Source: an optimization exercise on an open RTL-to-GDS flow (aim: small area, a short achievable clock period and few clock cycles per item). Production flows keep margins and buffers that such runs may drop.
Only simulation tests tie the RTL to the original design; equivalence was not proved.
Power is estimated from default activity; no workload was simulated.

**flow/flow/run.sh**
```bash
#!/bin/bash
# Standard ORFS layout, with the port buffers made from the smallest buffer cell
# and timing repair aiming 7 ns below the clock period.
set -euo pipefail
export BUFFER_PORTS_ARGS="-buffer_cell sky130_fd_sc_hd__buf_1"
export SETUP_SLACK_MARGIN=7
bash standard.sh > flow.log 2>&1
```
**flow/standard.sh**
```bash
#!/bin/bash
# synth_recipe.tcl (not shown) runs the flow's synth.tcl, then flattens the netlist and writes it again
# the make line also repeats each setting of config.mk as NAME=value (left out here)
make -C /OpenROAD-flow-scripts/flow DESIGN_CONFIG=/design/flow/config.mk WORK_HOME=/design/flow/orfs CLKGATE_MAP_FILE= SYNTH_SCRIPT=/design/flow/synth_recipe.tcl "${@:-finish}"
```
**flow/config.mk**
```make
export PLATFORM = sky130hd
export DESIGN_NAME = gobang_move_sequencer
export DESIGN_NICKNAME = gobang_move_sequencer
export VERILOG_FILES = /design/flow/design.v
export SDC_FILE = /design/flow/constraint.sdc
export NUM_CORES = 4
export LEC_CHECK = 0
export ABC_AREA = 1
export CAP_MARGIN = 30
export CORE_MARGIN = 2
export CORE_UTILIZATION = 35
export PLACE_DENSITY = 0.5
export SLEW_MARGIN = 30
```
**flow/constraint.sdc**
```tcl
create_clock -name core_clock -period 12.0 [get_ports {clk}]
set_input_delay 2.4000 -clock core_clock [delete_from_list [all_inputs] [get_ports {clk}]]
set_output_delay 2.4000 -clock core_clock [all_outputs]
set_load 0.01 [all_outputs]
```
**flow/design.v**
```verilog
module gobang_move_sequencer #(
   parameter int BOARD_N = 15,
   parameter int WIN_LEN = 5
) (
   input  logic                         clk,
   input  logic                         rst_n,
   input  logic                         new_game,
   input  logic                         move_valid,
   output logic                         move_ready,
   input  logic [3:0]                   move_row,
   input  logic [3:0]                   move_col,
   output logic                         result_valid,
   output logic [1:0]                   result_code,
   output logic                         winner,
   output logic                         turn,
   output logic                         game_over,
   output logic [7:0]                   move_count,
   output logic [BOARD_N*BOARD_N-1:0]   board_black,
   output logic [BOARD_N*BOARD_N-1:0]   board_white
);
   localparam int N     = BOARD_N;
   localparam int CELLS = N * N;
   localparam int W     = WIN_LEN;
   localparam int ND    = 2 * N - 1;      
   logic             result_valid_q;
   logic [1:0]       result_code_q;
   logic             winner_q;
   logic             turn_q;
   logic             over_q;
   logic [7:0]       count_q;
   logic [CELLS-1:0] black_q;
   logic [CELLS-1:0] white_q;
   logic [N-1:0]  rsel, csel;         
   logic [ND-1:0] dsel;               
   logic [ND-1:0] asel;               
   logic [3:0] rh, rl, ch, cl;
   logic [6:0] dh, dl;                
   logic [6:0] sh, sl;                
   always_comb begin
      for (int a = 0; a < 4; a++) begin
         rh[a] = (move_row[3:2] == 2'(a));
         rl[a] = (move_row[1:0] == 2'(a));
         ch[a] = (move_col[3:2] == 2'(a));
         cl[a] = (move_col[1:0] == 2'(a));
      end
      for (int i = 0; i < N; i++) begin
         rsel[i] = rh[i / 4] & rl[i % 4];
         csel[i] = ch[i / 4] & cl[i % 4];
      end
      dh = '0; dl = '0; sh = '0; sl = '0;
      for (int a = 0; a < 4; a++)
         for (int b = 0; b < 4; b++) begin
            dh[b - a + 3] = dh[b - a + 3] | (rh[a] & ch[b]);
            dl[b - a + 3] = dl[b - a + 3] | (rl[a] & cl[b]);
            sh[a + b]     = sh[a + b]     | (rh[a] & ch[b]);
            sl[a + b]     = sl[a + b]     | (rl[a] & cl[b]);
         end
      dsel = '0;
      asel = '0;
      for (int x = 0; x < 7; x++)
         for (int y = 0; y < 7; y++) begin
            if (4*x + y - 15 + N - 1 >= 0 && 4*x + y - 15 + N - 1 < ND)
               dsel[4*x + y - 15 + N - 1] = dsel[4*x + y - 15 + N - 1] | (dh[x] & dl[y]);
            if (4*x + y < ND)
               asel[4*x + y] = asel[4*x + y] | (sh[x] & sl[y]);
         end
   end
   logic [N-1:0] row_b, row_w;
   logic         occ, legal;
   always_comb begin
      row_b = '0;
      row_w = '0;
      for (int i = 0; i < N; i++)
         for (int j = 0; j < N; j++) begin
            row_b[j] = row_b[j] | (rsel[i] & black_q[i*N + j]);
            row_w[j] = row_w[j] | (rsel[i] & white_q[i*N + j]);
         end
      occ   = |(csel & (row_b | row_w));
      legal = (|rsel) && (|csel) && !occ;
   end
   logic [CELLS-1:0] mine;
   logic [N-1:0]     line_h, line_v, line_d, line_a;
   logic [N-1:0]     new_h, new_v, new_d, new_a;
   logic             win_h, win_v, win_d, win_a, win;
   always_comb begin
      mine   = turn_q ? white_q : black_q;
      line_h = turn_q ? row_w : row_b;
      line_v = '0;
      line_d = '0;
      line_a = '0;
      for (int i = 0; i < N; i++)
         for (int j = 0; j < N; j++) begin
            line_v[i] = line_v[i] | (csel[j] & mine[i*N + j]);
            if (j - i >= -(N - W) && j - i <= N - W)
               line_d[i] = line_d[i] | (dsel[j - i + N - 1] & mine[i*N + j]);
            if (i + j >= W - 1 && i + j <= 2*N - 1 - W)
               line_a[i] = line_a[i] | (asel[i + j] & mine[i*N + j]);
         end
      new_h = line_h | csel;
      new_v = line_v | rsel;
      new_d = line_d | rsel;
      new_a = line_a | rsel;
      win_h = 1'b0;
      win_v = 1'b0;
      win_d = 1'b0;
      win_a = 1'b0;
      for (int k = 0; k + W <= N; k++) begin
         win_h = win_h | (&new_h[k +: W]);
         win_v = win_v | (&new_v[k +: W]);
         win_d = win_d | (&new_d[k +: W]);
         win_a = win_a | (&new_a[k +: W]);
      end
      win = win_h | win_v | win_d | win_a;
   end
   logic take, place;
   logic [N-1:0] cb, cw;              
   assign move_ready = !over_q;
   assign take       = move_valid && !over_q && !new_game;
   assign place      = take && legal;
   assign cb         = csel & {N{take && !turn_q}};
   assign cw         = csel & {N{take &&  turn_q}};
   always_ff @(posedge clk or negedge rst_n) begin
      if (!rst_n) begin
         result_valid_q <= 1'b0;
         result_code_q  <= 2'd0;
         winner_q       <= 1'b0;
         turn_q         <= 1'b0;
         over_q         <= 1'b0;
         count_q        <= 8'd0;
      end else if (new_game) begin
         result_valid_q <= 1'b0;
         result_code_q  <= 2'd0;
         winner_q       <= 1'b0;
         turn_q         <= 1'b0;
         over_q         <= 1'b0;
         count_q        <= 8'd0;
      end else begin
         result_valid_q <= take;
         if (take) begin
            if (!legal) begin
               result_code_q <= 2'd3;
            end else begin
               count_q <= count_q + 8'd1;
               if (win) begin
                  result_code_q <= 2'd1;
                  winner_q      <= turn_q;
                  over_q        <= 1'b1;
               end else if (count_q == 8'(CELLS - 1)) begin
                  result_code_q <= 2'd2;
                  over_q        <= 1'b1;
               end else begin
                  result_code_q <= 2'd0;
                  turn_q        <= !turn_q;
               end
            end
         end
      end
   end
   always_ff @(posedge clk or negedge rst_n) begin
      if (!rst_n) begin
         black_q <= '0;
         white_q <= '0;
      end else begin
         for (int i = 0; i < N; i++)
            for (int j = 0; j < N; j++) begin
               black_q[i*N + j] <= (black_q[i*N + j] && !new_game) || (rsel[i] && cb[j] && !white_q[i*N + j]);
               white_q[i*N + j] <= (white_q[i*N + j] && !new_game) || (rsel[i] && cw[j] && !black_q[i*N + j]);
            end
      end
   end
   assign result_valid = result_valid_q;
   assign result_code  = result_code_q;
   assign winner       = winner_q;
   assign turn         = turn_q;
   assign game_over    = over_q;
   assign move_count   = count_q;
   assign board_black  = black_q;
   assign board_white  = white_q;
endmodule
```
==> qor.csv, run 1 <==
stage,metric,value,unit
grt,grt_pass1_wl,322500,µm
hold_path,hold_depth,1,
layout,final_cells,6025,
yosys,synth-edff-count,0,
layout,drive_above_1_share,10.49,%
outcome,status,finished clean,
yosys,yosysSeqAreaShare,38.68,%
floorplan,fp.dieArea,88120,µm²
yosys,synth_top_flop_cell,dfrtp_1,
yosys,ys_warn_count,1,
timing,tightest_slew,1236,ps
grt,antenna_found_initial,23,
drt,drt_wl_total,250500,µm
timing,clock.fmax,0.1977,GHz
pwr,seqPwrFrac,40.5,%
grt,grt_most_used_layer,met2,
worst_setup_path,reg2reg_to,over_q,
worst_setup_path,regToRegSetupSlack,7160,ps
pwr,total_power,3.903,mW
floorplan,die_w,296.9,µm
yosys,syn-mean-instance-area,6.875,µm²
worst_setup_path,reg2reg_depth,20,
clock_tree,h-tree-depth,2,
placed_design,gp_congestion,1.127,
worst_setup_path,critPathLaunchType,input port,
grt,met1_usage,67.05,%
floorplan,initial_core_util,35.31,%
clock_tree,clockBufferDepth,3,
grt,grt_use_met3,19.85,%
yosys,synth_cells,4366,
worst_setup_path,worstSetupStartpoint,move_row[1],
layout,post-route-util,43.95,%
worst_setup_path,crit_type,in -> reg,
yosys,synth_top_area_cell,dfrtp_1,
placed_design,dp_slack,5214,ps
pwr,powerDensity,104.5,nW/µm²
worst_setup_path,r2r-start,turn_q,
clock_tree,cts_buffers,54,
clock_tree,clock-sinks,464,
layout,fin_nets,4843,
layout,stdcell_area,37360,µm²
drt,avgRoutedWirePerCell,41.58,µm
pwr,pwr-share-clk,46.5,%
yosys,synth_async_sr_flop_share,100.0,%
pwr,vdd_drop_max,0.1017,mV
timing,max_slew_margin,16.74,%
timing,finalMaxSlewViolations,0,
hold_path,holdCritStartpoint,black_q[145],
timing,rsz0062_at_grt,true,
worst_setup_path,required,12600,ps
placed_design,dpl-instance-area,33280,µm²
timing,fin_ws,6941,ps
yosys,synth_seq_cells,464,
timing,hold_violations,0,
floorplan,pin_count,477,
drt,ant_nets,0,
floorplan,die_h,296.9,µm
grt,grt.overflow.total,0,
floorplan,coreArea,85010,µm²
placed_design,place_hpwl,181500,µm
clock_tree,cts_tree,built,
layout,layout_commonest_cell,nand2_1,
drt,vias,40360,
worst_setup_path,arrival,5660,ps
clock_tree,clk_latency,690,ps
timing,setup_viol,0,
timing,skew,45.30,ps
timing,post-route-period-util,42.16,%
drt,drc,0,
pwr,p_switching,1.207,mW
yosys,synth_top_area_share,38.68,%
yosys,netlist_area,30020,µm²
layout,syn_to_final_growth,24.47,%
pwr,power.internal,2.696,mW
placed_design,placed_cells,5844,
grt,grt.total_usage,53.25,%
clock_tree,clkTransAtPathRegs,60,ps
layout,n_fill_cell,9077,
worst_setup_path,endpoint_kind,register,
pwr,p_comb_share,13.0,%
timing,min_period,5059,ps
yosys,synth.distinct_cells,41,
pwr,switching_share,30.92,%
hold_path,hp-class,reg -> reg,
drt,drtIter0Drc,6648,
hold_path,hold_end,white_q[145],
worst_setup_path,crit_fanout,23,
timing,setup_tns,0,ps
pwr,cellLeakagePower,15.79,nW
placed_design,portBuffers,476,
job,drv_cap,0,
grt,grt_pass1_vias,35890,
yosys,netlist_top_cells_area,"dfrtp_1 39%, nand2_1 19%, o32ai_1 10%",
floorplan,rows,107,
timing,hold_slack,484.6,ps
yosys,syn_nets,4380,
clock_tree,cts_hold_buf,0,
drt,viasPerCell,6.698,
grt,grtUsageMet2,73.88,%
clock_tree,cts_root_buf,clkbuf_16,
drt,dr.pass1.iters,9,
grt,grt_max_degree,158,
layout,layout_common_cells,"1,386 x nand2_1, 481 x inv_1, 466 x buf_1",
-- state kept, by name, indices dropped and copies added (netlist names) --
name	flops
turn_q	1
winner_q	1
count_q	8
result_valid_q	1
result_code_q	2
over_q	1
black_q	225
white_q	225
-- synth_stat cells (8+ instances only) --
cell type,number
a21oi_1,40
nand4_1,72
and2_0,9
nor3_1,34
inv_1,491
o211ai_1,13
dfrtp_1,464
o21ai_1,13
buf_2,83
nor2_1,362
nand2_1,1483
o31ai_1,104
and2_1,8
o21a_1,25
o32ai_1,349
o21ai_0,281
nand3_1,196
clkbuf_1,178
o22ai_1,106
-- worst max-delay path by stage --
| stage | end | slack, ps | cells past startpoint |
|---|---|---|---|
| after floorplan | turn_q | 7560 | 23 |
| after global placement | count_q[6] | 5180 | 21 |
| after detailed placement | count_q[5] | 5210 | 21 |
| after CTS | count_q[5] | 7000 | 21 |
| after global routing | turn_q | 6950 | 26 |
| final | winner_q | 6940 | 22 |
-- power by group through the flow --
stage	combinational (mW)	sequential (mW)	clock [mW]
after global placement	0.399	1.61	0
after detailed placement	0.401	1.61	0
final	0.506	1.58	1.82
after floorplan	0.199	1.60	0
after global routing	0.501	1.58	1.86
after CTS	0.424	1.58	1.80
-- cell type report --
| type | count | area (µm²) | share of cell area [%] |
|---|---|---|---|
| Inverter | 497 | 1902 | 5.090 |
| Antenna cell | 10 | 25.02 | 0.06698 |
| Tap cell | 1144 | 1431 | 3.831 |
| Clock buffer | 81 | 1553 | 4.156 |
| Clock inverter | 17 | 315.3 | 0.8439 |
| Multi-Input combinational cell | 3139 | 16470 | 44.08 |
| Timing Repair Buffer | 673 | 4051 | 10.84 |
| Sequential cell | 464 | 11610 | 31.09 |
-- metal layers --
| layer | share of wire, % | up-vias |
|---|---|---|
| met5 | 0.054 | - |
| met4 | 9.7 | 22 |
| met3 | 15 | 1112 |
| met2 | 39 | 3885 |
| met1 | 36 | 19600 |
| li1 | - | 15740 |
-- cell families (layout without fill, tap and decap cells) --
logic type	after synthesis	count (layout)	synth area share, %
xor+xnor	2	2	0.05837
buf+inv	765	1268	9.975
fa+ha+maj	2	2	0.08335
simple gates	2189	2191	29.34
other cells	0	10	0
compound gates	944	944	21.86
flops	464	464	38.68
-- repair_timing --
item	4_1_cts	5_1_grt
resized for setup	161	187
cloned	4	14
setup endpoints to repair	14	13
pin swaps	8	31
buffers inserted	9	45
-- worst max-delay path: stages --
cell and delay, ps:
clkbuf_4 190, inv_2 150, nor2_4 50, buf_12 160, nand2_1 180, nand4_1 190, clkbuf_16 260, nand2_4 240
o21ai_0 120, inv_1 80, nand3_1 100, nor2_1 350, nand2_1 90, nand3_1 170, nand2_1 70, nand3_1 100
nand2_1 120, inv_1 120, nand4_1 250, nand2_1 130, nand2_1 50, nand2_1 50
Testbench counts, summed over its fixed seeds: cycles 5,179, moves 5,091.
==> run 2: changes to the inputs <==
--- a/flow/config.mk
+++ b/flow/config.mk
@@ -8,6 +8,6 @@
 export ABC_AREA = 1
 export CAP_MARGIN = 30
 export CORE_MARGIN = 2
-export CORE_UTILIZATION = 35
-export PLACE_DENSITY = 0.5
+export CORE_UTILIZATION = 40
+export PLACE_DENSITY = 0.55
 export SLEW_MARGIN = 30
==> run 2 against run 1 <==
Effect of this change:
- routed wire length is 8.8% lower
- worst hold slack better by 0.75 ps
- die area is 12% lower
- synthesized area stayed put
- critical path depth is 4 lower
- combinational power is 8.7% lower
- fmax is 0.42% higher
- count of clock-buffer cells in the layout is 2 lower
- sequential share of layout area is 0.90 points higher
- non-clock buffer count is 49 lower
==> qor.csv, run 2 <==
stage,metric,value,unit,change
yosys,ys_warn_count,1,,unchanged
pwr,vdd_drop_max,0.1162,mV,+14%
yosys,synth_top_area_share,38.68,%,unchanged
clock_tree,h-tree-depth,2,,unchanged
grt,grt_pass1_vias,35920,,+0.081%
pwr,powerDensity,106.3,nW/µm²,+1.7%
placed_design,gp_congestion,1.170,,+3.8%
timing,clock.fmax,0.1985,GHz,+0.42%
timing,skew,33.17,ps,-12.13 ps
worst_setup_path,crit_top_cell,nor2_1,,
clock_tree,clkTransAtPathRegs,60,ps,about the same
clock_tree,clockBufferDepth,3,,unchanged
drt,viasPerCell,6.914,,+3.2%
drt,top_layer,met5,,
timing,finalMaxSlewViolations,0,,unchanged
grt,antenna_found_initial,18,,-22%
job,drv_cap,0,,unchanged
timing,min_period,5038,ps,-21.18 ps
drt,drt_wl_total,228400,µm,-8.8%
drt,wl_met1,79450,µm,-11%
floorplan,die_h,277.9,µm,-6.4%
yosys,yosysSeqAreaShare,38.68,%,unchanged
yosys,synth.most_common_cell,nand2_1,,
clock_tree,cts_root_buf,clkbuf_16,,
outcome,status,finished clean,,
clock_tree,cts_tree,built,,
yosys,synth.distinct_cells,41,,unchanged
clock_tree,cts_buffers,53,,-1.9%
yosys,synth_top_flop_cell,dfrtp_1,,
worst_setup_path,crit_fanout,39,,+70%
layout,layout_commonest_cell,nand2_1,,
placed_design,placed_cells,5645,,-3.4%
layout,stdcell_area,36310,µm²,-2.8%
timing,post-route-period-util,41.98,%,-0.18 points
yosys,synth_seq_cells,464,,unchanged
drt,avgRoutedWirePerCell,39.39,µm,-5.3%
yosys,syn_nets,4380,,unchanged
layout,fin_nets,4791,,-1.1%
timing,tightest_slew,1297,ps,+61.10 ps
yosys,netlist_area,30020,µm²,unchanged
layout,post-route-util,48.85,%,+4.9 points
drt,drc,0,,unchanged
floorplan,initial_core_util,40.39,%,+5.1 points
timing,setup_viol,0,,unchanged
placed_design,portBuffers,476,,unchanged
worst_setup_path,arrival,5600,ps,-60 ps
layout,final_cells,5798,,-3.8%
grt,grt.overflow.total,0,,unchanged
worst_setup_path,critPathLaunchType,input port,,
worst_setup_path,crit_type,in -> reg,,
layout,layout_common_cells,"1,399 x nand2_1, 485 x inv_1, 466 x buf_1",,
floorplan,rows,100,,-6.5%
drt,ant_nets,0,,unchanged
yosys,synth_top_area_cell,dfrtp_1,,
floorplan,fp.dieArea,77250,µm²,-12%
yosys,syn-mean-instance-area,6.875,µm²,unchanged
floorplan,die_w,277.9,µm,-6.4%
drt,vias,40090,,-0.67%
grt,grt_pass1_wl,302200,µm,-6.3%
worst_setup_path,max_stage_delay,460,ps,+110 ps
placed_design,dpl-instance-area,32830,µm²,-1.4%
layout,drive_above_1_share,8.966,%,-1.5 points
hold_path,hp-class,reg -> reg,,
yosys,synth_async_sr_flop_share,100.0,%,unchanged
drt,met3_length,38110,µm,+0.23%
grt,grt.total_usage,56.55,%,+3.3 points
layout,reg_top3,"black_q x225, white_q x225, count_q x8",,
worst_setup_path,required,12560,ps,-40 ps
drt,dr.pass1.iters,9,,unchanged
drt,met2WireLength,87110,µm,-11%
timing,rsz0062_at_grt,true,,
pwr,cellLeakagePower,15.34,nW,-2.9%
yosys,synth-edff-count,0,,unchanged
placed_design,place_hpwl,165700,µm,-8.7%
worst_setup_path,endpoint_kind,register,,
timing,hold_violations,0,,unchanged
layout,syn_to_final_growth,20.96,%,
floorplan,coreArea,74320,µm²,-13%
clock_tree,clock-sinks,464,,unchanged
floorplan,pin_count,477,,unchanged
clock_tree,cts_hold_buf,0,,unchanged
timing,max_slew_margin,12.62,%,-4.1 points
grt,grt_max_degree,172,,+8.9%
timing,setup_tns,0,ps,unchanged
yosys,synth_common_cells,"1,483 x nand2_1, 491 x inv_1, 464 x dfrtp_1",,
worst_setup_path,path_cells,"buf_2, nor2_4, nand2_4, buf_12, o22ai_1, nor2_1, nand4_1, o21ai_1, o21ai_0, nor2_1, nand2_1, nor2_4, nand2_2, nand2_4, buf_4, nand3_1, nand2_1, nor2_1",,
clock_tree,clk_latency,680,ps,about the same
drt,drtIter0Drc,7540,,+13%
yosys,netlist_top_cells_area,"dfrtp_1 39%, nand2_1 19%, o32ai_1 10%",,
yosys,synth_cells,4366,,unchanged
worst_setup_path,critPathSlowestCell,nor2_1,,
run 2: timing repair:
action | in CTS | in global routing
buffers inserted | 16 | 25
cloned | 1 | 3
gates resized for setup | 153 | 140
endpoints found under the setup margin | 85 | 19
pin swaps | 5 | 21
run 2: kinds of logic (layout without fill, tap and decap cells):
kind of cell	Yosys count	count (layout)	share of synthesized area, %
other	0	11	0
AOI/OAI and AO/OA	944	944	21.86
and+or+nand+nor	2189	2189	29.34
adders and majority gates	2	2	0.08335
buffers and inverters	765	1217	9.975
DFF	464	464	38.68
xor gates and xnor gates	2	2	0.05837
run 2: layout make-up:
| type | instances | area, µm² |
|---|---|---|
| multi-input cells | 3137 | 16290 |
| well taps | 969 | 1212 |
| inverters | 497 | 1886 |
| clock inverters | 17 | 264.0 |
| diodes | 11 | 27.53 |
| fillers | 7840 | 38010 |
| flip-flops and latches | 464 | 11610 |
| repair buffers | 624 | 3388 |
| clock buffers | 79 | 1624 |
run 2: through the flow:
step                      setup WS, ps  total power, mW  hold slack, ps
after floorplan                   7558            1.802           504.4
after global placement            5293            1.989           471.9
after detailed placement          5300            1.991           480.0
after CTS                         7004            3.775           487.7
after global routing              6865            3.903           505.5
final                             6962            3.859           485.3
run 2: metal layers:
layer,track usage [%],vias to the layer above
met4,44.16,12
li1,-,15640
met3,27.52,1222
met2,75.53,4032
met1,68.86,19180
met5,0.1876,-
run 2: worst max-delay path, delay by kind of cell:
kind                   cells  cell delay, ps
buffers and inverters      3             620
AO/OA/AOI/OAI              3             370
AND/OR/NAND/NOR           12            2070
run 2: worst paths after layout:
check,startpoint,end,slack (ps),cells after the start
worst min register to register,black_q[3],white_q[3],490,1
worst max-delay path,move_row[0],count_q[2],6960,18
worst max register to register,turn_q,over_q,7160,19
min in group asynchronous,rst_n,white_q[70],1790,1
max in group asynchronous,rst_n,turn_q,7990,4
worst min-delay path,black_q[3],white_q[3],490,1
run 2: power breakdown:
group | total (mW) | internal, mW | switching (mW)
clock | 1.81 | 1.04 | 0.770
sequential | 1.58 | 1.57 | 0.0144
combinational | 0.462 | 0.0826 | 0.379
total | 3.86 | 2.69 | 1.16
==> run 3: changes to the inputs <==
--- a/flow/config.mk
+++ b/flow/config.mk
@@ -9,5 +9,6 @@
 export CAP_MARGIN = 30
 export CORE_MARGIN = 2
 export CORE_UTILIZATION = 40
+export GPL_ROUTABILITY_DRIVEN = 0
 export PLACE_DENSITY = 0.55
 export SLEW_MARGIN = 30
==> run 3 against run 2 <==
Effect of this change:
- die area unchanged
- count of clock-buffer cells in the layout down 4
- first-iteration DRC count grew 34%
- sequential cell count did not move
- sequential power about the same
- power fell by 2.8%
- core utilization grew 0.23 points
- via count up 2.9%
- global-route usage decreased by 2.5 points
==> qor.csv, run 3 <==
stage,metric,value,unit,change
clock_tree,cts_buffers,52,,-1.9%
yosys,synth_top_family_by_area,simple AND/OR/NAND/NOR gates,,
worst_setup_path,crit_type,in -> reg,,
worst_setup_path,critPathSlowestCell,nor2_2,,
layout,stdcell_area,36480,µm²,+0.48%
yosys,syn_nets,4380,,unchanged
timing,clock.fmax,0.1929,GHz,-2.8%
layout,reg_top3,"black_q x225, white_q x225, count_q x8",,
worst_setup_path,crit_family,simple AND/OR/NAND/NOR gates,,
yosys,synth-edff-count,0,,unchanged
timing,max_slew_margin,14.19,%,+1.6 points
floorplan,die_w,277.9,µm,unchanged
grt,antenna_found_initial,26,,+8
placed_design,placed_cells,5628,,-0.30%
job,drv_cap,0,,unchanged
grt,grt_max_degree,174,,+1.2%
timing,min_period,5184,ps,+146.2 ps
yosys,netlist_area,30020,µm²,unchanged
worst_setup_path,cp_num_buf_inv,3,,unchanged
grt,grt_pass1_wl,290400,µm,-3.9%
drt,drtIter0Drc,10140,,+34%
worst_setup_path,arrival,5690,ps,+90 ps
clock_tree,cts_hold_buf,0,,unchanged
drt,vias,41250,,+2.9%
yosys,synth_cells,4366,,unchanged
floorplan,pin_count,477,,unchanged
worst_setup_path,crit_top_cell,nand2_1,,
timing,skew,31.07,ps,-2.100 ps
worst_setup_path,crit_fanout,10,,-74%
layout,fin_nets,4794,,+0.063%
worst_setup_path,critPathLaunchType,input port,,
grt,grt.overflow.total,0,,unchanged
worst_setup_path,required,12500,ps,-60 ps
yosys,muxShareOfSynthArea,0,%,unchanged
drt,met2WireLength,83460,µm,-4.2%
drt,wl_met1,72910,µm,-8.2%
yosys,ys_warn_count,1,,unchanged
layout,syn_to_final_growth,21.53,%,
clock_tree,h-tree-depth,2,,unchanged
worst_setup_path,path_cells,"clkbuf_4, clkinvlp_4, nand2_4, nor2_2, nand2_1, o21ai_0, nor2_1, nand2_1, o21ai_0, nand3_1, nand2_1, inv_1, nor2_1, nor2_2, nor2_1, nand4_1, nand2_1, nand2_1, nand2_1",,
yosys,synth_common_cells,"1,483 x nand2_1, 491 x inv_1, 464 x dfrtp_1",,
layout,layout_common_cells,"1,392 x nand2_1, 483 x inv_1, 468 x buf_1",,
drt,avgRoutedWirePerCell,38.26,µm,-2.9%
yosys,synth_top_area_share,38.68,%,unchanged
drt,dr.pass1.iters,28,,+19
drt,met3_length,40780,µm,+7.0%
clock_tree,cts_root_buf,clkbuf_16,,
floorplan,rows,100,,unchanged
layout,post-route-util,49.08,%,+0.23 points
yosys,synth_top_area_cell,dfrtp_1,,
timing,tightest_slew,1274,ps,-23.21 ps
yosys,synth.most_common_cell,nand2_1,,
pwr,total_power,3.752,mW,-2.8%
pwr,powerDensity,102.9,nW/µm²,-3.2%
drt,drc,0,,unchanged
floorplan,initial_core_util,40.39,%,unchanged
grt,grt.total_usage,54.03,%,-2.5 points
clock_tree,cts_tree,built,,
timing,post-route-period-util,43.20,%,+1.2 points
yosys,synth_seq_cells,464,,unchanged
pwr,cellLeakagePower,15.37,nW,+0.19%
timing,rsz0062_at_grt,true,,
yosys,synth_top_flop_cell,dfrtp_1,,
floorplan,coreArea,74320,µm²,unchanged
layout,drive_above_1_share,9.170,%,+0.20 points
pwr,vdd_drop_max,0.09757,mV,-16%
drt,viasPerCell,7.100,,+2.7%
yosys,synthAdderAreaFrac,0.08337,%,unchanged
grt,grt_pass1_vias,35440,,-1.3%
layout,layout_commonest_cell,nand2_1,,
yosys,netlist_top_cells_area,"dfrtp_1 39%, nand2_1 19%, o32ai_1 10%",,
timing,setup_tns,0,ps,unchanged
worst_setup_path,max_stage_delay,680,ps,+220 ps
layout,n_fill_cell,7697,,-1.8%
yosys,yosys.area_share.xor_xnor,0.05836,%,unchanged
timing,hold_violations,0,,unchanged
outcome,status,finished clean,,
drt,top_layer,met5,,
floorplan,die_h,277.9,µm,unchanged
timing,finalMaxSlewViolations,0,,unchanged
yosys,synth.distinct_cells,41,,unchanged
floorplan,fp.dieArea,77250,µm²,unchanged
clock_tree,clock-sinks,464,,unchanged
worst_setup_path,endpoint_kind,register,,
drt,ant_nets,0,,unchanged
placed_design,dp_slack,5510,ps,+209.5 ps
clock_tree,clkTransAtPathRegs,60,ps,about the same
clock_tree,clk_latency,650,ps,-30 ps
layout,final_cells,5810,,+0.21%
yosys,syn-mean-instance-area,6.875,µm²,unchanged
clock_tree,clockBufferDepth,3,,unchanged
timing,setup_viol,0,,unchanged
timing,fin_ws,6816,ps,-146.2 ps
drt,drt_wl_total,222300,µm,-2.7%
timing,hold_slack,481.2,ps,-4.115 ps
placed_design,dpl-instance-area,32680,µm²,-0.46%
placed_design,place_hpwl,153200,µm,-7.5%
yosys,synth_async_sr_flop_share,100.0,%,unchanged
yosys,synth-simple-area-share,29.34,%,unchanged
placed_design,portBuffers,476,,unchanged
hold_path,hp-class,reg -> reg,,
yosys,yosysSeqAreaShare,38.68,%,unchanged
yosys,synth_compound_area_share,21.86,%,unchanged
run 3: cell counts after synthesis:
Identical to the previous run, type by type.
run 3: cells by family after synthesis:
family          Yosys count
compound gates          944
xor+xnor                  2
fa+ha+maj                 2
buf+inv                 765
flops                   464
simple gates           2189
run 3: per-layer routing:
layer / global-route usage [%] / vias up
li1: - / 15650
met1: 62.15 / 19400
met2: 71.16 / 4613
met3: 31.93 / 1564
met4: 42.34 / 30
met5: 9.881 / -
run 3: power breakdown:
part | leakage, nW | internal (mW) | switching [mW]
logic | 8.02 | 0.0885 | 0.380
clock network | 0.874 | 0.973 | 0.727
registers | 6.48 | 1.57 | 0.0150
total | 15.4 | 2.63 | 1.12
run 3: area by class of cell:
type | count | area [µm²] | area share [%]
well taps | 969 | 1212 | 3.323
clock inverters | 19 | 244.0 | 0.6688
clock buffers | 75 | 1528 | 4.188
diodes | 21 | 52.55 | 0.1441
multi-input cells | 3140 | 16390 | 44.92
flip-flops and latches | 464 | 11610 | 31.84
repair buffers | 625 | 3545 | 9.717
inverters | 497 | 1898 | 5.203
run 3: path summary, 6_finish.rpt:
path / from / to / slack (ps) / depth (start not counted)
hold reg to reg: white_q[109] / black_q[109] / 480 / 1
max in group asynchronous: rst_n / turn_q / 8190 / 5
min in group asynchronous: rst_n / white_q[67] / 1790 / 2
setup / recovery: move_row[1] / winner_q / 6820 / 19
setup reg to reg: turn_q / winner_q / 7250 / 19
hold / removal: white_q[109] / black_q[109] / 480 / 1
run 3: worst register-to-register path: cells and delay by family, from the launching register on:
family	cells	cell delay, ps
simple gates	17	2210
compound gates	1	740
flops	1	910
buf+inv	1	820
run 3: timing repair:
action | in CTS | in global routing
endpoints found under the setup margin | 13 | 46
buffers inserted | 4 | 49
pin swaps | 1 | 30
resized for setup | 122 | 166
gates cloned | 1 | 10
==> run 4: changes to the inputs <==
--- a/flow/config.mk
+++ b/flow/config.mk
@@ -6,9 +6,8 @@
 export NUM_CORES = 4
 export LEC_CHECK = 0
 export ABC_AREA = 1
-export CAP_MARGIN = 30
+export CAP_MARGIN = 20
 export CORE_MARGIN = 2
 export CORE_UTILIZATION = 40
-export GPL_ROUTABILITY_DRIVEN = 0
 export PLACE_DENSITY = 0.55
-export SLEW_MARGIN = 30
+export SLEW_MARGIN = 20
==> run 4 against run 3 <==
Effect of this change:
- still clean on timing, DRC and antenna
- first-iteration DRC count fell by 21%
- synthesized cell count did not move
- core utilization fell by 0.089 points
- count of clock-buffer cells in the layout fell by 2
- synthesized area did not move
- critical path depth rose by 2
- sequential share of layout area rose by 0.058 points
- via count fell by 2.1%
- worst setup slack improved by 140 ps
- sequential power barely moved
- routed wire length rose by 3.2%
- die area did not move
- highest routed layer unchanged
==> qor.csv, run 4 <==
stage,metric,value,unit,change
drt,viasPerCell,6.952,,-2.1%
worst_setup_path,crit_top_cell,nand2_1,,
worst_setup_path,reg2reg_to,turn_q,,
timing,post-route-period-util,42.05,%,-1.2 points
timing,tightest_slew,1344,ps,+70.49 ps
worst_setup_path,cp_num_buf_inv,4,,+1
yosys,synth_top_area_cell,dfrtp_1,,
grt,grt.overflow.total,0,,unchanged
timing,rsz0062_at_grt,true,,
grt,grt.total_usage,56.70,%,+2.7 points
hold_path,holdCritStartpoint,white_q[40],,
worst_setup_path,arrival,5620,ps,-70 ps
timing,setup_tns,0,ps,unchanged
clock_tree,clock-sinks,464,,unchanged
timing,finalMaxSlewViolations,0,,unchanged
yosys,synth.distinct_cells,41,,unchanged
layout,stdcell_area,36410,µm²,-0.18%
placed_design,gp_congestion,1.170,,
yosys,netlist_top_cells_area,"dfrtp_1 39%, nand2_1 19%, o32ai_1 10%",,
yosys,synth.most_common_cell,nand2_1,,
worst_setup_path,critPathSlowestCell,buf_4,,
worst_setup_path,max_stage_delay,310,ps,-370 ps
grt,grt_pass1_wl,303000,µm,+4.3%
worst_setup_path,critPathLaunchType,input port,,
yosys,yosysSeqAreaShare,38.68,%,unchanged
layout,reg_top3,"black_q x225, white_q x225, count_q x8",,
worst_setup_path,worstSetupStartpoint,move_col[2],,
layout,syn_to_final_growth,21.31,%,
worst_setup_path,required,12570,ps,+70 ps
floorplan,rows,100,,unchanged
layout,post-route-util,48.99,%,-0.089 points
clock_tree,cts_buffers,53,,+1.9%
drt,dr.pass1.iters,10,,-64%
layout,layout_common_cells,"1,403 x nand2_1, 482 x inv_1, 466 x buf_1",,
clock_tree,cts_tree,built,,
clock_tree,clk_latency,680,ps,+30 ps
placed_design,portBuffers,476,,unchanged
drt,ant_nets,0,,unchanged
drt,vias,40400,,-2.1%
clock_tree,h-tree-depth,2,,unchanged
clock_tree,clockBufferDepth,3,,unchanged
drt,avgRoutedWirePerCell,39.49,µm,+3.2%
job,drv_cap,0,,unchanged
floorplan,pin_count,477,,unchanged
drt,drt_wl_total,229500,µm,+3.2%
layout,fin_nets,4805,,+0.23%
pwr,total_power,3.867,mW,+3.1%
yosys,synth_common_cells,"1,483 x nand2_1, 491 x inv_1, 464 x dfrtp_1",,
worst_setup_path,regToRegSetupSlack,7120,ps,-130 ps
hold_path,hp-class,reg -> reg,,
pwr,vdd_drop_max,0.1172,mV,+20%
timing,skew,19.11,ps,-11.95 ps
yosys,netlist_area,30020,µm²,unchanged
layout,drive_above_1_share,9.206,%,+0.036 points
yosys,synth_top_flop_cell,dfrtp_1,,
grt,grt_max_degree,172,,-1.1%
worst_setup_path,path_cells,"clkbuf_2, inv_2, nor2_4, nand2_2, buf_4, clkinv_4, nand2_1, and2_0, nand4_1, o22ai_1, nand2_1, nand3_1, nand2_1, nor2_1, nand2_1, nor2_2, nand3_2, nand2_1, nand2_1, nand2_1, nand2_1",,
timing,setup_viol,0,,unchanged
worst_setup_path,endpoint_kind,register,,
outcome,status,finished clean,,
timing,clock.fmax,0.1982,GHz,+2.7%
yosys,ys_warn_count,1,,unchanged
timing,max_slew_margin,9.439,%,-4.7 points
placed_design,place_hpwl,165500,µm,+8.0%
grt,antenna_found_initial,15,,-42%
placed_design,dpl-instance-area,32780,µm²,+0.31%
yosys,synth_top_area_share,38.68,%,unchanged
hold_path,hold_end,black_q[40],,
worst_setup_path,r2r-start,turn_q,,
yosys,synth_cells,4366,,unchanged
clock_tree,cts_hold_buf,0,,unchanged
pwr,powerDensity,106.2,nW/µm²,+3.3%
worst_setup_path,crit_type,in -> reg,,
floorplan,die_w,277.9,µm,unchanged
drt,drtIter0Drc,8017,,-21%
layout,layout_commonest_cell,nand2_1,,
worst_setup_path,reg2reg_depth,19,,unchanged
hold_path,hold_depth,1,,unchanged
pwr,cellLeakagePower,15.36,nW,about the same
floorplan,coreArea,74320,µm²,unchanged
yosys,syn-mean-instance-area,6.875,µm²,unchanged
floorplan,die_h,277.9,µm,unchanged
clock_tree,clkTransAtPathRegs,70,ps,about the same
drt,drc,0,,unchanged
clock_tree,cts_root_buf,clkbuf_16,,
timing,hold_violations,0,,unchanged
yosys,synth_seq_cells,464,,unchanged
floorplan,fp.dieArea,77250,µm²,unchanged
worst_setup_path,crit_family,simple AND/OR/NAND/NOR gates,,
yosys,synth-edff-count,0,,unchanged
grt,grt_pass1_vias,36050,,+1.7%
floorplan,initial_core_util,40.39,%,unchanged
timing,min_period,5046,ps,-138.4 ps
yosys,synth_async_sr_flop_share,100.0,%,unchanged
worst_setup_path,crit_fanout,10,,unchanged
yosys,syn_nets,4380,,unchanged
run 4: cell counts after synthesis:
Identical to the previous run, type by type.
run 4: area by class of cell:
class	count	area, µm²
Multi-Input combinational cell	3138	16260
Sequential cell	464	11610
Inverter	497	1891
Timing Repair Buffer	637	3513
Clock inverter	25	362.8
Tap cell	969	1212
Antenna cell	8	20.02
Fill cell	7866	37910
Clock buffer	73	1541
run 4: report_power, final:
| part | total [mW] | switching, mW | leakage [nW] | internal [mW] |
|---|---|---|---|---|
| Combinational | 0.466 | 0.381 | 7.96 | 0.0845 |
| Clock | 1.82 | 0.783 | 0.920 | 1.04 |
| Sequential | 1.58 | 0.0141 | 6.48 | 1.57 |
| Total | 3.87 | 1.18 | 15.4 | 2.69 |
run 4: worst reg2reg max path: cells and delay by family (launching register included):
family / cells / cell delay, ps
compound gates: 1 / 690
simple gates: 16 / 2000
flops: 1 / 880
buf+inv: 2 / 1210
run 4: cells by family (layout without fill, tap and decap cells):
group,count (synthesis),after routing,share of synthesized area [%]
compound gates,944,944,21.86
xor+xnor,2,2,0.05837
fa+ha+maj,2,2,0.08335
buf+inv,765,1232,9.975
flops,464,464,38.68
other cells,0,8,0
simple gates,2189,2190,29.34
run 4: stage by stage:
step                      hold WS [ps]  setup WS (ps)  std cells
final                            480.7           6954       5811
after detailed placement         474.3           5225       5643
after CTS                        482.5           6997       5757
after floorplan                  504.4           7558       4366
after global placement           471.9           5293       5643
after global routing             498.3           6922       5803
run 4: worst max-delay path by stage:
stage	end	cells after the start
after floorplan	turn_q	23
after global placement	count_q[6]	21
after detailed placement	over_q	25
after CTS	over_q	23
after global routing	turn_q	25
final	turn_q	21
run 4: per-layer routing:
metal	GRT usage, %	vias up	part of all wire [%]
li1	-	15670	-
met4	44.06	16	10
met2	75.12	4151	38
met5	1.063	-	0.087
met1	68.58	19330	34
met3	29.12	1229	17
run 4: what timing repair did:
item,in CTS,in global routing
setup endpoints to repair,95,21
buffers inserted,14,36
pin swaps,6,19
gates cloned,2,6
resized for setup,155,131
==> run 5: changes to the inputs <==
--- a/flow/config.mk
+++ b/flow/config.mk
@@ -6,8 +6,8 @@
 export NUM_CORES = 4
 export LEC_CHECK = 0
 export ABC_AREA = 1
-export CAP_MARGIN = 20
+export CAP_MARGIN = 30
 export CORE_MARGIN = 2
-export CORE_UTILIZATION = 40
-export PLACE_DENSITY = 0.55
-export SLEW_MARGIN = 20
+export CORE_UTILIZATION = 46
+export PLACE_DENSITY = 0.62
+export SLEW_MARGIN = 30
==> run 5 against run 4 <==
Effect of this change:
- sequential cell count did not move
- clock skew rose by 32 ps
- critical path type unchanged
- global-route usage up 6.8 points
- design area grew 1.8%
- cell count down 1.3%
- non-clock buffer count grew 27
- core utilization rose by 8.5 points
- worst hold slack improved by 9.9 ps
- highest routed layer unchanged
==> qor.csv, run 5 <==
stage,metric,value,unit,change
layout,fin_nets,4831,,+0.54%
yosys,synth-simple-area-share,29.34,%,unchanged
worst_setup_path,critPathLaunchType,input port,,
timing,rsz0062_at_grt,false,,
clock_tree,cts_root_buf,clkbuf_16,,
hold_path,holdCritStartpoint,black_q[63],,
timing,clock.fmax,0.1977,GHz,-0.24%
pwr,powerDensity,106.6,nW/µm²,+0.35%
placed_design,dp_slack,5364,ps,+139.0 ps
yosys,yosysSeqAreaShare,38.68,%,unchanged
drt,dr.pass1.iters,17,,+7
yosys,ys_warn_count,1,,unchanged
layout,drive_above_1_share,10.12,%,+0.92 points
placed_design,place_hpwl,160400,µm,-3.0%
yosys,synth.most_common_cell,nand2_1,,
clock_tree,clockBufferDepth,3,,unchanged
floorplan,die_w,259.4,µm,-6.7%
clock_tree,h-tree-depth,2,,unchanged
timing,setup_tns,0,ps,unchanged
timing,skew,50.62,ps,+31.51 ps
worst_setup_path,crit_type,in -> reg,,
yosys,netlist_area,30020,µm²,unchanged
yosys,yosys.area_share.xor_xnor,0.05836,%,unchanged
floorplan,rows,93,,-7.0%
placed_design,portBuffers,476,,unchanged
drt,drtIter0Drc,9746,,+22%
grt,grt_pass1_wl,295100,µm,-2.6%
yosys,synth_async_sr_flop_share,100.0,%,unchanged
drt,ant_nets,0,,unchanged
drt,drc,0,,unchanged
grt,antenna_found_initial,20,,+5
drt,drt_wl_total,228100,µm,-0.61%
worst_setup_path,crit_fanout,17,,+7
yosys,syn-mean-instance-area,6.875,µm²,unchanged
timing,setup_viol,0,,unchanged
outcome,status,finished clean,,
grt,grt.overflow.total,0,,unchanged
layout,stdcell_area,37080,µm²,+1.8%
floorplan,die_h,259.4,µm,-6.7%
yosys,synth_top_flop_cell,dfrtp_1,,
layout,layout_commonest_cell,nand2_1,,
drt,avgRoutedWirePerCell,39.78,µm,+0.74%
floorplan,pin_count,477,,unchanged
yosys,synth_cells,4366,,unchanged
yosys,synth.distinct_cells,41,,unchanged
timing,fin_ws,6942,ps,-12.39 ps
yosys,synthAdderAreaFrac,0.08337,%,unchanged
yosys,synth_top_family_by_area,simple AND/OR/NAND/NOR gates,,
floorplan,fp.dieArea,67310,µm²,-13%
timing,hold_violations,0,,unchanged
layout,syn_to_final_growth,23.54,%,
clock_tree,cts_hold_buf,0,,unchanged
yosys,synth-edff-count,0,,unchanged
clock_tree,clock-sinks,464,,unchanged
worst_setup_path,endpoint_kind,register,,
clock_tree,cts_tree,built,,
clock_tree,clkTransAtPathRegs,60,ps,about the same
worst_setup_path,required,12560,ps,about the same
yosys,synth_top_area_share,38.68,%,unchanged
grt,grt_max_degree,193,,+12%
yosys,muxShareOfSynthArea,0,%,unchanged
hold_path,hp-class,reg -> reg,,
clock_tree,clk_latency,660,ps,-20 ps
grt,grt_pass1_vias,36250,,+0.56%
layout,reg_top3,"black_q x225, white_q x225, count_q x8",,
pwr,cellLeakagePower,15.71,nW,+2.3%
yosys,synth_compound_area_share,21.86,%,unchanged
clock_tree,cts_buffers,53,,unchanged
grt,grt.total_usage,63.45,%,+6.8 points
yosys,syn_nets,4380,,unchanged
timing,min_period,5058,ps,+12.39 ps
placed_design,gp_congestion,1.170,,about the same
worst_setup_path,worstSetupStartpoint,move_col[1],,
pwr,vdd_drop_max,0.1302,mV,+11%
yosys,netlist_top_cells_area,"dfrtp_1 39%, nand2_1 19%, o32ai_1 10%",,
timing,post-route-period-util,42.15,%,+0.10 points
yosys,synth_common_cells,"1,483 x nand2_1, 491 x inv_1, 464 x dfrtp_1",,
floorplan,initial_core_util,46.56,%,+6.2 points
worst_setup_path,regToRegSetupSlack,7120,ps,about the same
drt,vias,42310,,+4.7%
timing,tightest_slew,1320,ps,-24.08 ps
job,drv_cap,0,,unchanged
layout,layout_common_cells,"1,389 x nand2_1, 482 x inv_1, 466 x buf_1",,
yosys,synth_seq_cells,464,,unchanged
worst_setup_path,arrival,5620,ps,about the same
floorplan,coreArea,64460,µm²,-13%
worst_setup_path,r2r-start,turn_q,,
yosys,synth_top_area_cell,dfrtp_1,,
drt,viasPerCell,7.380,,+6.2%
placed_design,dpl-instance-area,32690,µm²,-0.30%
timing,finalMaxSlewViolations,0,,unchanged
timing,max_slew_margin,11.06,%,+1.6 points
run 5: power breakdown:
part	internal (mW)	switching (mW)	total, mW
clock	1.10	0.784	1.89
sequential	1.57	0.0124	1.58
combinational	0.0951	0.388	0.483
total	2.77	1.18	3.95
run 5: area by class of cell:
class | instances | area [µm²]
clock inverters | 34 | 555.5
well taps | 855 | 1070
clock buffers | 64 | 1438
multi-input cells | 3137 | 16400
repair buffers | 664 | 4058
flip-flops and latches | 464 | 11610
fillers | 6228 | 27380
diodes | 18 | 45.04
inverters | 497 | 1901
run 5: cells by family after synthesis:
family,Yosys count
fa+ha+maj,2
compound gates,944
buf+inv,765
xor+xnor,2
simple gates,2189
flops,464
run 5: layer usage:
metal	vias up	global-route usage, %	routed length, µm
met1	19580	72.83	72020
met5	-	1.068	407
met4	16	56.70	29510
met3	1794	36.17	43650
li1	15730	-	-
met2	5193	82.69	82510
run 5: worst paths after layout:
kind	to	depth (start not counted)
max	turn_q	22
min	white_q[63]	1
max reg2reg	turn_q	20
min reg2reg	white_q[63]	1
max in group asynchronous	turn_q	3
min in group asynchronous	white_q[66]	1
run 5: what timing repair did:
action                                  4_1_cts  5_1_grt
cloned                                        0       18
endpoints found under the setup margin       32       13
pin swaps                                     5       32
resized for setup                           143      178
setup buffers                                11       57
run 5: per-stage QoR:
| step | utilization [%] | cells | power [mW] | hold slack [ps] |
|---|---|---|---|---|
| floorplan | - | 4366 | 1.802 | 504.4 |
| global placement | 50.58 | 5526 | 1.977 | 467.0 |
| detailed placement | 50.70 | 5530 | 1.978 | 477.3 |
| CTS | 54.77 | 5639 | 3.813 | 488.4 |
| global route | 57.46 | 5717 | 3.968 | 506.8 |
| finish | 57.52 | 5733 | 3.952 | 490.6 |
run 5: critical path: stages:
cell and delay (ps):
clkbuf_2 160, inv_1 160, nand2_1 200, nor2_1 210, buf_6 370, clkinvlp_4 410
nor2_1 240, nor2_1 110, nand3_2 190, o21a_1 250, nand2_1 70, nand2_1 60
nand2_1 50, nand2_1 110, nor2_1 70, nand2_1 70, nor2_2 60, nand3_4 120
nand2_1 80, nand2_1 90, nand2_1 50, nand2_1 80
==> run 6: changes to the inputs <==
--- a/flow/design.v
+++ b/flow/design.v
@@ -163,8 +163,8 @@
       end else begin
          for (int i = 0; i < N; i++)
             for (int j = 0; j < N; j++) begin
-               black_q[i*N + j] <= (black_q[i*N + j] && !new_game) || (rsel[i] && cb[j] && !white_q[i*N + j]);
-               white_q[i*N + j] <= (white_q[i*N + j] && !new_game) || (rsel[i] && cw[j] && !black_q[i*N + j]);
+               black_q[i*N + j] <= (black_q[i*N + j] || (rsel[i] && cb[j])) && !white_q[i*N + j] && !new_game;
+               white_q[i*N + j] <= (white_q[i*N + j] || (rsel[i] && cw[j])) && !black_q[i*N + j] && !new_game;
             end
       end
    end
--- a/flow/config.mk
+++ b/flow/config.mk
@@ -5,9 +5,8 @@
 export SDC_FILE = /design/flow/constraint.sdc
 export NUM_CORES = 4
 export LEC_CHECK = 0
-export ABC_AREA = 1
 export CAP_MARGIN = 30
 export CORE_MARGIN = 2
-export CORE_UTILIZATION = 46
-export PLACE_DENSITY = 0.62
+export CORE_UTILIZATION = 35
+export PLACE_DENSITY = 0.5
 export SLEW_MARGIN = 30
==> run 6 against run 5 <==
Effect of this change:
- worst hold slack better by 66 ps
- first-iteration DRC count is 20% lower
- clock skew is 2.0 ps higher
- sequential share of layout area is 1.7 points lower
- non-clock buffer count is 151 higher
- worst setup slack worse by 250 ps
==> qor.csv, run 6 <==
stage,metric,value,unit,change
drt,dr.pass1.iters,13,,-4
worst_setup_path,r2r-start,turn_q,,
yosys,ys_warn_count,1,,unchanged
worst_setup_path,arrival,5900,ps,+280 ps
floorplan,fp.dieArea,87730,µm²,+30%
timing,min_period,5313,ps,+254.9 ps
drt,avgRoutedWirePerCell,53.73,µm,+35%
pwr,p_comb_share,17.3,%,+5.1 points
worst_setup_path,endpoint_kind,register,,
drt,drc,0,,unchanged
worst_setup_path,reg2reg_depth,13,,-35%
layout,layout_commonest_cell,a21oi_1,,
clock_tree,cts_buffers,51,,-3.8%
timing,rsz0062_at_grt,true,,
worst_setup_path,critPathCapture,turn_q,,
clock_tree,cts_tree,built,,
yosys,synth_common_cells,"507 x a21oi_1, 494 x nor3_1, 464 x dfrtp_1",,
pwr,vdd_drop_max,0.1204,mV,-7.5%
grt,grt_max_degree,215,,+11%
floorplan,initial_core_util,35.20,%,-11 points
clock_tree,clk_latency,690,ps,+30 ps
timing,finalMaxSlewViolations,0,,unchanged
hold_path,hp-class,reg -> reg,,
clock_tree,clockBufferDepth,3,,unchanged
layout,syn_to_final_growth,31.11,%,
layout,layout_common_cells,"499 x a21oi_1, 488 x nor3_1, 466 x buf_1",,
yosys,synth_seq_cells,464,,unchanged
pwr,cellLeakagePower,14.85,nW,-5.5%
worst_setup_path,critPathLaunchType,input port,,
floorplan,coreArea,84880,µm²,+32%
pwr,switching_share,29.92,%,-0.043 points
timing,setup_viol,0,,unchanged
placed_design,gp_congestion,1.173,,+0.26%
drt,vias,40360,,-4.6%
worst_setup_path,worstSetupStartpoint,move_row[2],,
timing,clock.fmax,0.1882,GHz,-4.8%
outcome,status,finished clean,,
pwr,p_switching,1.155,mW,-2.5%
yosys,syn_nets,3339,,-24%
floorplan,pin_count,477,,unchanged
drt,drt_wl_total,273500,µm,+20%
clock_tree,clock-sinks,464,,unchanged
yosys,netlist_area,29880,µm²,-0.45%
placed_design,portBuffers,476,,unchanged
worst_setup_path,reg2reg_to,turn_q,,
clock_tree,cts_root_buf,clkbuf_16,,
floorplan,die_w,296.2,µm,+14%
grt,grt_pass1_vias,35760,,-1.4%
pwr,power.internal,2.705,mW,-2.3%
drt,ant_nets,0,,unchanged
floorplan,rows,107,,+15%
yosys,synth-edff-count,0,,unchanged
yosys,synth_top_area_cell,dfrtp_1,,
timing,skew,52.64,ps,+2.016 ps
clock_tree,clkTransAtPathRegs,60,ps,about the same
drt,drtIter0Drc,7761,,-20%
timing,tightest_slew,1276,ps,-44.40 ps
yosys,synth_top_flop_cell,dfrtp_1,,
layout,fin_nets,3890,,-19%
pwr,pwr-share-clk,41.8,%,-6.0 points
grt,grt.total_usage,60.25,%,-3.2 points
job,drv_cap,0,,unchanged
worst_setup_path,regToRegSetupSlack,6800,ps,-320 ps
yosys,synth_async_sr_flop_share,100.0,%,unchanged
drt,viasPerCell,7.929,,+7.4%
floorplan,die_h,296.2,µm,+14%
pwr,seqPwrFrac,40.9,%,+0.9 points
yosys,synth_top_area_share,38.86,%,+0.17 points
layout,post-route-util,46.16,%,-11 points
worst_setup_path,crit_type,in -> reg,,
placed_design,place_hpwl,187900,µm,+17%
yosys,netlist_top_cells_area,"dfrtp_1 39%, mux2i_1 8.9%, a21oi_1 8.5%",,
grt,grt_pass1_wl,349500,µm,+18%
grt,antenna_found_initial,39,,+95%
clock_tree,h-tree-depth,2,,unchanged
timing,hold_violations,0,,unchanged
timing,setup_tns,0,ps,unchanged
yosys,synth_cells,3325,,-24%
layout,drive_above_1_share,20.83,%,+11 points
timing,post-route-period-util,44.28,%,+2.1 points
clock_tree,cts_hold_buf,0,,unchanged
yosys,yosysSeqAreaShare,38.86,%,+0.17 points
worst_setup_path,crit_fanout,15,,-2
layout,reg_top3,"black_q x225, white_q x225, count_q x8",,
yosys,syn-mean-instance-area,8.987,µm²,+31%
pwr,powerDensity,98.50,nW/µm²,-7.6%
yosys,synth.distinct_cells,111,,+170%
grt,grt.overflow.total,0,,unchanged
timing,max_slew_margin,12.52,%,+1.5 points
yosys,synth.most_common_cell,a21oi_1,,
worst_setup_path,required,12590,ps,+30 ps
[run 6: cell count changes in the layout (fill, tap and decap cells not counted), moves of 165 or more]
cell,delta
nor3_1,+459
nor2_1,-206
o32ai_1,-331
a21oi_1,+460
nand2_1,-1307
mux2i_1,+240
inv_1,-464
o21ai_0,-165
[run 6: timing repair]
action,4_1_cts,5_1_grt
setup buffers,147,39
setup endpoints to repair,13,13
gates resized for setup,262,105
cloned,31,3
pin swaps,88,33
[run 6: worst min path at each step]
| stage | start | end | slack, ps | depth (start not counted) |
|---|---|---|---|---|
| global route | white_q[165] | black_q[165] | 550 | 1 |
| floorplan | black_q[4] | white_q[4] | 520 | 1 |
| detailed placement | black_q[199] | white_q[199] | 530 | 1 |
| CTS | black_q[199] | white_q[199] | 540 | 1 |
| global placement | white_q[66] | black_q[66] | 530 | 1 |
| finish | white_q[4] | black_q[4] | 560 | 1 |
[run 6: worst max-delay path, stage by stage]
cell       delay [ps]
buf_8             220
buf_16            210
nand3b_1          540
a21oi_1           240
a2111oi_4         430
o211ai_1          200
o22a_1            310
a21boi_1          170
o221ai_2          230
a21oi_2           110
nor4_4            260
nand2_1           100
or3_1             320
a21oi_1           140
[run 6: final cells by class]
cell class                 count  area (µm²)
inverter                      21       82.58
timing repair buffer         815        5894
clock inverter                10       197.7
sequential                   464       11610
multi-input combinational   2523       18440
fill                        8434       45700
antenna                       39       97.59
clock buffer                  74        1423
tap                         1144        1431
[run 6: per-stage QoR]
stage | worst slack [ps] | area [µm²] | std cells | hold slack (ps) | power, mW
after floorplan | 6796 | 30110 | 3325 | 516.6 | 1.879
after global placement | 4738 | 32850 | 4733 | 528.0 | 2.067
after detailed placement | 4671 | 33100 | 4742 | 533.1 | 2.064
final | 6687 | 39180 | 5090 | 556.3 | 3.859
after CTS | 6863 | 38020 | 5004 | 541.4 | 3.766
after global routing | 6689 | 39090 | 5054 | 545.6 | 3.899
[run 6: logic make-up after synthesis]
logic type,synth area share [%]
and+or+nand+nor,19.06
AOI/OAI and AO/OA,24.99
buffers and inverters,5.757
xor gates and xnor gates,0.6197
adders and majority gates,0.08373
DFF,38.86
muxes,10.62
[run 6: power by group through the flow]
| stage | Combinational (mW) | Clock (mW) | Sequential (mW) |
|---|---|---|---|
| floorplan | 0.278 | 0 | 1.60 |
| global placement | 0.463 | 0 | 1.60 |
| detailed placement | 0.460 | 0 | 1.60 |
| CTS | 0.589 | 1.60 | 1.58 |
| global route | 0.655 | 1.67 | 1.58 |
| finish | 0.669 | 1.61 | 1.58 |
[run 6: per-layer routing]
| layer | up-vias | global-route usage (%) | share of wire (%) |
|---|---|---|---|
| li1 | 14150 | - | - |
| met1 | 19960 | 69.32 | 35 |
| met2 | 4631 | 77.18 | 37 |
| met3 | 1587 | 36.75 | 17 |
| met4 | 28 | 50.49 | 11 |
| met5 | - | 7.151 | 0.32 |
Testbench counts of run 6, summed over its fixed seeds: cycles 5,179, moves 5,091.
==> run 7: changes to the inputs <==
--- a/flow/config.mk
+++ b/flow/config.mk
@@ -5,6 +5,7 @@
 export SDC_FILE = /design/flow/constraint.sdc
 export NUM_CORES = 4
 export LEC_CHECK = 0
+export ABC_AREA = 1
 export CAP_MARGIN = 30
 export CORE_MARGIN = 2
 export CORE_UTILIZATION = 35
==> run 7 against run 6 <==
Effect of this change:
- largest cell class unchanged
- critical endpoint is now count_q[4]
- via count grew 5.6%
- highest routed layer unchanged
- clock power grew 6%
- design area is 0.27% lower
- synthesized area up 5.5%
- sequential share of layout area rose by 0.081 points
- worst setup slack better by 260 ps
- still clean on timing, DRC and antenna
- worst hold slack got worse by 110 ps
==> qor.csv, run 7 <==
stage,metric,value,unit,change
timing,max_slew_margin,19.45,%,+6.9 points
yosys,synth_common_cells,"1,870 x nand2_1, 923 x nor2_1, 734 x o21ai_0",,
placed_design,gp_congestion,1.158,,-1.3%
yosys,synth_top_area_cell,dfrtp_1,,
layout,fin_nets,5685,,+46%
worst_setup_path,crit_type,in -> reg,,
drt,vias,42600,,+5.6%
drt,drtIter0Drc,7075,,-8.8%
yosys,synth_top_flop_cell,dfrtp_1,,
layout,final_cells,6916,,+36%
floorplan,coreArea,89600,µm²,+5.6%
yosys,synth_async_sr_flop_share,100.0,%,unchanged
yosys,netlist_area,31540,µm²,+5.5%
timing,clock.fmax,0.1980,GHz,+5.2%
grt,grt_max_degree,199,,-7.4%
grt,antenna_found_initial,40,,+2.6%
layout,layout_common_cells,"1,721 x nand2_1, 844 x nor2_1, 711 x o21ai_0",,
clock_tree,clk_latency,670,ps,-20 ps
timing,skew,25.58,ps,-27.06 ps
worst_setup_path,arrival,5590,ps,-310 ps
grt,grt.overflow.total,0,,unchanged
clock_tree,clockBufferDepth,3,,unchanged
yosys,synth_top_area_share,36.82,%,-2.0 points
pwr,cellLeakagePower,18.44,nW,+24%
timing,fin_ws,6949,ps,+262.1 ps
clock_tree,cts_root_buf,clkbuf_16,,
drt,viasPerCell,6.160,,-22%
timing,setup_tns,0,ps,unchanged
layout,drive_above_1_share,9.926,%,-11 points
placed_design,place_hpwl,182600,µm,-2.8%
yosys,syn_nets,5253,,+57%
drt,drt_wl_total,251700,µm,-7.9%
worst_setup_path,required,12540,ps,-50 ps
placed_design,portBuffers,476,,unchanged
clock_tree,clkTransAtPathRegs,60,ps,about the same
worst_setup_path,endpoint_kind,register,,
yosys,syn-mean-instance-area,6.020,µm²,-33%
layout,reg_top3,"black_q x225, white_q x225, count_q x8",,
clock_tree,cts_buffers,53,,+3.9%
layout,layout.area.seq,11610,µm²,unchanged
grt,grt_pass1_vias,36820,,+3.0%
drt,avgRoutedWirePerCell,36.40,µm,-32%
placed_design,placed_cells,6710,,+42%
layout,post-route-util,43.61,%,-2.5 points
timing,rsz0062_at_grt,false,,
worst_setup_path,critPathLaunchType,input port,,
floorplan,die_h,304.2,µm,+2.7%
layout,multiInputGateArea,18700,µm²,+1.4%
yosys,ys_warn_count,1,,unchanged
grt,grt.total_usage,51.72,%,-8.5 points
hold_path,hp-class,reg -> reg,,
floorplan,die_w,304.2,µm,+2.7%
drt,drc,0,,unchanged
floorplan,fp.dieArea,92530,µm²,+5.5%
clock_tree,h-tree-depth,2,,unchanged
timing,tightest_slew,1208,ps,-67.54 ps
pwr,vdd_drop_max,0.1109,mV,-7.9%
placed_design,dp_slack,5192,ps,+520.6 ps
layout,n_fill_cell,9875,,+17%
grt,grt_pass1_wl,325700,µm,-6.8%
clock_tree,cts_hold_buf,0,,unchanged
pwr,powerDensity,95.93,nW/µm²,-2.6%
yosys,synth_cells,5239,,+58%
yosys,synth.distinct_cells,39,,-65%
floorplan,pin_count,477,,unchanged
job,drv_cap,0,,unchanged
yosys,synth.most_common_cell,nand2_1,,
timing,min_period,5051,ps,-262.1 ps
timing,finalMaxSlewViolations,0,,unchanged
clock_tree,cts_tree,built,,
yosys,synth-edff-count,0,,unchanged
yosys,synth_seq_cells,464,,unchanged
timing,post-route-period-util,42.09,%,-2.2 points
worst_setup_path,crit_fanout,22,,+7
drt,ant_nets,0,,unchanged
layout,syn_to_final_growth,23.88,%,
clock_tree,clock-sinks,464,,unchanged
layout,layout_commonest_cell,nand2_1,,
drt,dr.pass1.iters,9,,-4
yosys,yosysSeqAreaShare,36.82,%,-2.0 points
floorplan,initial_core_util,35.20,%,about the same
timing,hold_violations,0,,unchanged
timing,setup_viol,0,,unchanged
floorplan,rows,110,,+2.8%
outcome,status,finished clean,,
yosys,netlist_top_cells_area,"dfrtp_1 37%, nand2_1 22%, o21ai_0 12%",,
-- run 7: changes by cell type after synthesis, moves of 55 or more --
| cell | previous run | this run |
|---|---|---|
| nand2_1 | 90 | 1870 |
| nor2_1 | 166 | 923 |
| o21ai_0 | 52 | 734 |
| nor3_1 | 494 | 46 |
| a21oi_1 | 507 | 62 |
| inv_1 | 20 | 439 |
| mux2i_1 | 265 | 0 |
| nand3_1 | 34 | 221 |
| o22ai_1 | 241 | 63 |
| nand4_1 | 12 | 67 |
-- run 7: area by class of cell --
cell class                      instances  area share (%)
Inverter                              445           4.359
Timing Repair Buffer                  650           9.694
Clock buffer                           76           3.821
Clock inverter                         20          0.5893
Sequential cell                       464           29.73
Multi-Input combinational cell       4057           47.86
Antenna cell                           28          0.1793
Tap cell                             1176           3.766
-- run 7: power by group --
group / switching [mW] / total (mW) / internal (mW) / leakage [nW]
registers: 0.0108 / 1.58 / 1.57 / 6.48
logic: 0.385 / 0.473 / 0.0878 / 11.1
clock network: 0.730 / 1.70 / 0.967 / 0.850
-- run 7: logic make-up after synthesis --
logic type | count (synthesis) | synth area share [%]
buf+inv | 720 | 8.843
simple gates | 3154 | 39.39
xor+xnor | 4 | 0.1111
fa+ha+maj | 2 | 0.07933
flops | 464 | 36.82
compound gates | 895 | 14.76
-- run 7: stage by stage --
step | power, mW | cell area [µm²] | hold WS (ps)
6_report | 3.748 | 39070 | 447.1
4_1_cts | 3.673 | 37290 | 446.3
2_1_floorplan | 1.785 | 31540 | 481.4
3_3_place_gp | 1.980 | 34550 | 434.3
3_5_place_dp | 1.981 | 34620 | 435.6
5_1_grt | 3.802 | 39010 | 465.2
-- run 7: path summary, 6_finish.rpt --
kind                              start      endpoint  slack, ps  cells past startpoint
max in group asynchronous         rst_n  black_q[197]       8150                      3
hold / removal             black_q[222]  white_q[222]        450                      1
setup reg to reg                 turn_q        turn_q       7300                     19
min in group asynchronous         rst_n  black_q[112]       1690                      1
hold reg to reg            black_q[222]  white_q[222]        450                      1
setup / recovery            move_row[2]    count_q[4]       6950                     19
-- run 7: worst max-delay path: stages --
cell,delay (ps)
buf_4,150
inv_2,80
nor2_4,260
nand2_4,110
buf_16,170
o211ai_1,860
nor2_1,160
nand3_1,180
nor3_2,60
o21ai_2,210
nor2_1,80
nand2_1,130
nor2_4,50
buf_12,140
nand2_8,90
nand2_8,90
buf_4,180
nand2_1,40
o21ai_0,70
-- run 7: repair_timing --
item,in CTS,in global routing
gates cloned,0,10
resized for setup,229,271
setup buffers,22,48
pin swaps,16,53
setup endpoints to repair,61,13
-- run 7: layer usage --
metal | vias to the layer above | wire length, µm | track usage, % | part of all wire [%]
li1 | 17470 | - | - | -
met1 | 20490 | 94200 | 66.14 | 37
met2 | 3714 | 97210 | 69.55 | 39
met3 | 907 | 37220 | 20.77 | 15
met4 | 22 | 22830 | 38.10 | 9.1
met5 | - | 290 | 0 | 0.12

-- static timing again, ports no longer ideal --
The results above use ideal ports. As a check the final layouts listed here were re-extracted and re-timed, cells and wires unchanged.
Step 1, drivers: a clkbuf_16 drives clk and a buf_2 each remaining input, both assumed.
Step 2 also shifts input and output timing later by t, the mid clock arrival at the registers, as if the neighbouring blocks saw the same clock.
Three values: ideal, step 1, step 2; two values: the first two.
run | shift t [ns] | setup slack, ns | worst setup path after step 2
run 1 | 0.738 | 6.941 / 6.992 / 6.254 | input to register
run 2 | 0.737 | 6.962 / 6.984 / 6.247 | input to register
run 3 | 0.704 | 6.816 / 6.863 / 6.160 | input to register
run 4 | 0.746 | 6.954 / 7.003 / 6.258 | input to register
run 5 | 0.712 | 6.942 / 6.992 / 6.281 | input to register
run 6 | 0.747 | 6.687 / 6.503 / 5.756 | input to register
run 7 | 0.734 | 6.949 / 6.967 / 6.232 | input to register
After both steps setup and hold are still met in every run listed. For run 6, which loses most, drivers alone change the setup slack by -0.184 ns; drivers and shift together by -0.931 ns.
